Background: an optimization exercise with open tools, aiming at small area. Do not read the settings as production practice. In this exercise RTL edits were held to simulation tests only and were not proved equivalent to the original. No activity file was given, so power comes from the tool's default toggle rates.

Design terrain_gen, start of the top module:
module terrain_gen #(
    parameter logic [7:0] MIN_H         = 8'd80,
    parameter logic [7:0] MAX_H         = 8'd115,
    parameter logic [2:0] GROUND_COLOUR = 3'b010
) (
    input  logic       CLOCK_50,
    input  logic       resetn,
    input  logic       start,
    input  logic [7:0] seed,
    input  logic       query_valid,
    input  logic [7:0] query_x,
    output logic [7:0] height,
    output logic       height_valid,
    output logic       ready,
    output logic       busy,
    output logic [7:0] vga_x,
    output logic [6:0] vga_y,
    output logic [2:0] vga_colour,
    output logic       vga_plot
);
For scale: roughly 440 cells after synthesis, ~32 flip-flops, about 50 I/O pins, roughly 0.0027 mm2 of cells after synthesis.
clock: 10.0 ns
lec_check: 0
cap_margin: 20
core_margin: 2
core_utilization: 40
cts_buf_list: sky130_fd_sc_hd__clkbuf_8
cts_cluster_diameter: 300
cts_cluster_size: 32
gpl_timing_driven: 0
slew_margin: 20
standard.sh (not shown) runs the stock make flow with config.mk's settings and CLKGATE_MAP_FILE= SYNTH_SCRIPT=/design/flow/synth_recipe.tcl, a recipe that flattens the netlist after the stock synthesis.
==> flow/flow/run.sh <==
#!/bin/bash
# Layout flow: the standard flow (standard.sh), with two changes:
#  - synthesis maps the logic with an area-oriented ABC script (flow/abc.script) instead of
#    ORFS's speed script; everything else in synthesis is the standard script (synth_recipe.tcl
#    steps: -nofsm -noshare, flatten, rename), so the registers are the standard ones;
#  - synthesis leaves adders to ABC (no full/half-adder cell extraction) and inserts no
#    buffers on pass-through wires (port buffering below gives every port its own buffer);
#  - port buffers use the smallest buffer (buf_1); every port still gets its buffer.
set -euo pipefail
HERE=$(pwd)
export MY_WORK=$HERE/flow_work
export MY_ABC_SCRIPT=$HERE/flow/abc.script
mkdir -p "$MY_WORK"
sed "s#SYNTH_SCRIPT=[^ ]*#SYNTH_SCRIPT=$HERE/flow/synth.tcl#" standard.sh > my_standard.sh
grep -q "SYNTH_SCRIPT=$HERE/flow/synth.tcl" my_standard.sh
export BUFFER_PORTS_ARGS="-buffer_cell sky130_fd_sc_hd__buf_1"
bash my_standard.sh ADDER_MAP_FILE= SYNTH_INSBUF=0 synth > synth.log 2>&1
bash my_standard.sh finish > layout.log 2>&1
==> flow/flow/abc.script <==
strash
balance -l
resub -K 6 -l
rewrite -l
resub -K 6 -N 2 -l
refactor -l
resub -K 8 -l
balance -l
resub -K 8 -N 2 -l
rewrite -l
resub -K 10 -l
rewrite -z -l
resub -K 10 -N 2 -l
balance -l
resub -K 12 -l
refactor -z -l
resub -K 12 -N 2 -l
rewrite -z -l
balance -l
dch -f
amap
==> flow/flow/synth.tcl <==
proc synth {args} { yosys synth -nofsm -noshare {*}$args }
set f [open $::env(SCRIPTS_DIR)/synth_preamble.tcl]; set pre [read $f]; close $f
set pre [string map [list {set abc_script $::env(SCRIPTS_DIR)/abc_speed.script} "set abc_script $::env(MY_ABC_SCRIPT)" {set abc_script $::env(SCRIPTS_DIR)/abc_area.script} "set abc_script $::env(MY_ABC_SCRIPT)"] $pre]
set f [open $::env(MY_WORK)/preamble_mod.tcl w]; puts $f $pre; close $f
set f [open $::env(SCRIPTS_DIR)/synth.tcl]; set txt [read $f]; close $f
set txt [string map [list {source $::env(SCRIPTS_DIR)/synth_preamble.tcl} "source $::env(MY_WORK)/preamble_mod.tcl"] $txt]
set f [open $::env(MY_WORK)/synth_mod.tcl w]; puts $f $txt; close $f
source $::env(MY_WORK)/synth_mod.tcl
# left out here: clear keep_hierarchy, flatten, clean up, hide names made inside functions, write 1_2_yosys.v
Next try:
--- a/flow/flow/run.sh
+++ b/flow/flow/run.sh
@@ -1,5 +1,5 @@
 #!/bin/bash
-# Layout flow: the standard flow (standard.sh), with two changes:
-#  - synthesis maps the logic with an area-oriented ABC script (flow/abc.script) instead of
-#    ORFS's speed script; everything else in synthesis is the standard script (synth_recipe.tcl
+# Layout flow: the standard flow (standard.sh), with these changes:
+#  - synthesis maps the logic with an area-oriented ABC script (flow/abc.script: logic
+#    restructuring, choice computation, area mapping) instead of ORFS's speed script; everything else in synthesis is the standard script (synth_recipe.tcl
 #    steps: -nofsm -noshare, flatten, rename), so the registers are the standard ones;
Settings changed: CTS_BUF_LIST sky130_fd_sc_hd__clkbuf_8 to sky130_fd_sc_hd__clkbuf_4, CTS_CLUSTER_DIAMETER 300 to not set, CTS_CLUSTER_SIZE 32 to 10.
Outcome: Final cell count is unchanged; non-clock buffer count is unchanged; total power shrinks by 14%; die area does not change; cell area shrinks by 1.6%; critical path depth stays the same.
Next try:
--- a/flow/flow/run.sh
+++ b/flow/flow/run.sh
@@ -1,5 +1,5 @@
 #!/bin/bash
-# Layout flow: the standard flow (standard.sh), with these changes:
-#  - synthesis maps the logic with an area-oriented ABC script (flow/abc.script: logic
-#    restructuring, choice computation, area mapping) instead of ORFS's speed script; everything else in synthesis is the standard script (synth_recipe.tcl
+# Layout flow: the standard flow (standard.sh), with two changes:
+#  - synthesis maps the logic with an area-oriented ABC script (flow/abc.script) instead of
+#    ORFS's speed script; everything else in synthesis is the standard script (synth_recipe.tcl
 #    steps: -nofsm -noshare, flatten, rename), so the registers are the standard ones;
Sequential power stays flat.
Fmax stays the same.
Cell count is unchanged.
Setup slack is unchanged.
Via count is unchanged.
Wire length is unchanged.
Clock skew does not change.
Count of clock-buffer cells in the layout stays the same.
Global-route usage stays the same.

red:
terrain_gen, a different RTL version from the one above (not shown whole).
Size: roughly 460 cells after synthesis, about 32 flip-flops, roughly 50 I/O pins.
export LEC_CHECK = 0
export CAP_MARGIN = 20
export CORE_MARGIN = 2
export CORE_UTILIZATION = 40
export CTS_BUF_LIST = sky130_fd_sc_hd__clkbuf_8
export GPL_TIMING_DRIVEN = 0
export SLEW_MARGIN = 20
create_clock -name core_clock -period 10.0 [get_ports {CLOCK_50}]
==> flow/flow/run.sh <==
#!/bin/bash
# Layout flow: the standard flow (standard.sh), with two changes:
#  - synthesis maps the logic with an area-oriented ABC script (flow/abc.script) instead of
#    ORFS's speed script; everything else in synthesis is the standard script (synth_recipe.tcl
#    steps: -nofsm -noshare, flatten, rename), so the registers are the standard ones;
#  - port buffers use the smallest buffer (buf_1); every port still gets its buffer.
set -euo pipefail
HERE=$(pwd)
export MY_WORK=$HERE/flow_work
export MY_ABC_SCRIPT=$HERE/flow/abc.script
mkdir -p "$MY_WORK"
sed "s#SYNTH_SCRIPT=[^ ]*#SYNTH_SCRIPT=$HERE/flow/synth.tcl#" standard.sh > my_standard.sh
grep -q "SYNTH_SCRIPT=$HERE/flow/synth.tcl" my_standard.sh
export BUFFER_PORTS_ARGS="-buffer_cell sky130_fd_sc_hd__buf_1"
bash my_standard.sh synth > synth.log 2>&1
bash my_standard.sh finish > layout.log 2>&1
==> flow/flow/abc.script <==
strash
dch -f
amap
Scripts as last shown in full above: flow/flow/synth.tcl
### red -> blue
- CTS_BUF_LIST now sky130_fd_sc_hd__clkbuf_4, was sky130_fd_sc_hd__clkbuf_8
- GPL_TIMING_DRIVEN no longer set, was 0
--- outcome ---
blue vs red, share of post-route cells with drive strength above 1 went up by 2.9 points. Row clock skew: blue higher / red lower. Compared with red, blue shows a higher smallest setup slack after layout. Per the comparison of blue with red, number of fillers in the final layout grew by 1.6%, part of the cycle the worst path needs shrank by 0.25 points, clock-buffer cell count shrank by 1, routed wire length grew by 4.4%. Of red and blue, the higher met1 track demand over resource in global routing belongs to blue. Post-synthesis compound-gate area fraction: blue vs red — no meaningful difference. Compared with red, blue ends up with more cell area.
> inputs changed (blue -> green)
- CTS_CLUSTER_SIZE newly set to 10
- GPL_TIMING_DRIVEN newly set to 0
Notes after the runs:
Looking at the reports, green completed the entire flow and the layout it produced met the timing, DRC and antenna checks. Across both runs, global-route usage over all layers was lower for green than for blue. As far as number of flip-flops and latches goes, green and blue are indistinguishable; the numbers are identical. Diff blue..green | portion of the layout cell area used by clock cells | negligible.

-- static timing again, ports no longer ideal --
The results above use ideal ports. As a check the final layouts listed here were re-extracted and re-timed, cells and wires unchanged.
Step 1 (the two cells are an assumption about what drives the block):
set clk [get_ports {CLOCK_50}]
set_driving_cell -lib_cell sky130_fd_sc_hd__clkbuf_16 $clk
set_driving_cell -lib_cell sky130_fd_sc_hd__buf_2 [delete_from_list [all_inputs] $clk]
Step 2 adds t to the input delays and takes it off the output delays; t is the mean of the earliest and latest rising clock arrival at the registers after step 1. Input paths then give back, and output paths get back, about the clock's delay inside the block.
a / b / c = ideal ports / drivers / drivers and shift; a / b = the first two.
run | t, ns | setup slack, ns | worst setup path after step 2 | latest minus earliest clock arrival (ns) | slew at the worst register clock pin (ns)
the first run of note 1 | 0.306 | 1.336 / 1.336 / 1.336 | register to register | 0.010 / 0.010 | 0.07 / 0.07
the second run of note 1 | 0.351 | 1.367 / 1.367 / 1.367 | register to register | 0.015 / 0.015 | 0.10 / 0.10
the third run of note 1 | 0.351 | 1.367 / 1.367 / 1.367 | register to register | 0.015 / 0.015 | 0.10 / 0.10
red | 0.312 | 0.322 / 0.330 / 0.018 | input to register | 0.006 / 0.005 | 0.07 / 0.07
blue | 0.366 | 0.348 / 0.355 / -0.011 | input to register | 0.020 / 0.019 | 0.12 / 0.12
green | 0.358 | 0.312 / 0.317 / -0.041 | input to register | 0.008 / 0.009 | 0.11 / 0.11
Met with ideal ports but missed after step 2: setup timing in blue and green. The setup slack of blue, which loses most, moves by +0.007 ns with the drivers and by -0.359 ns with both steps.
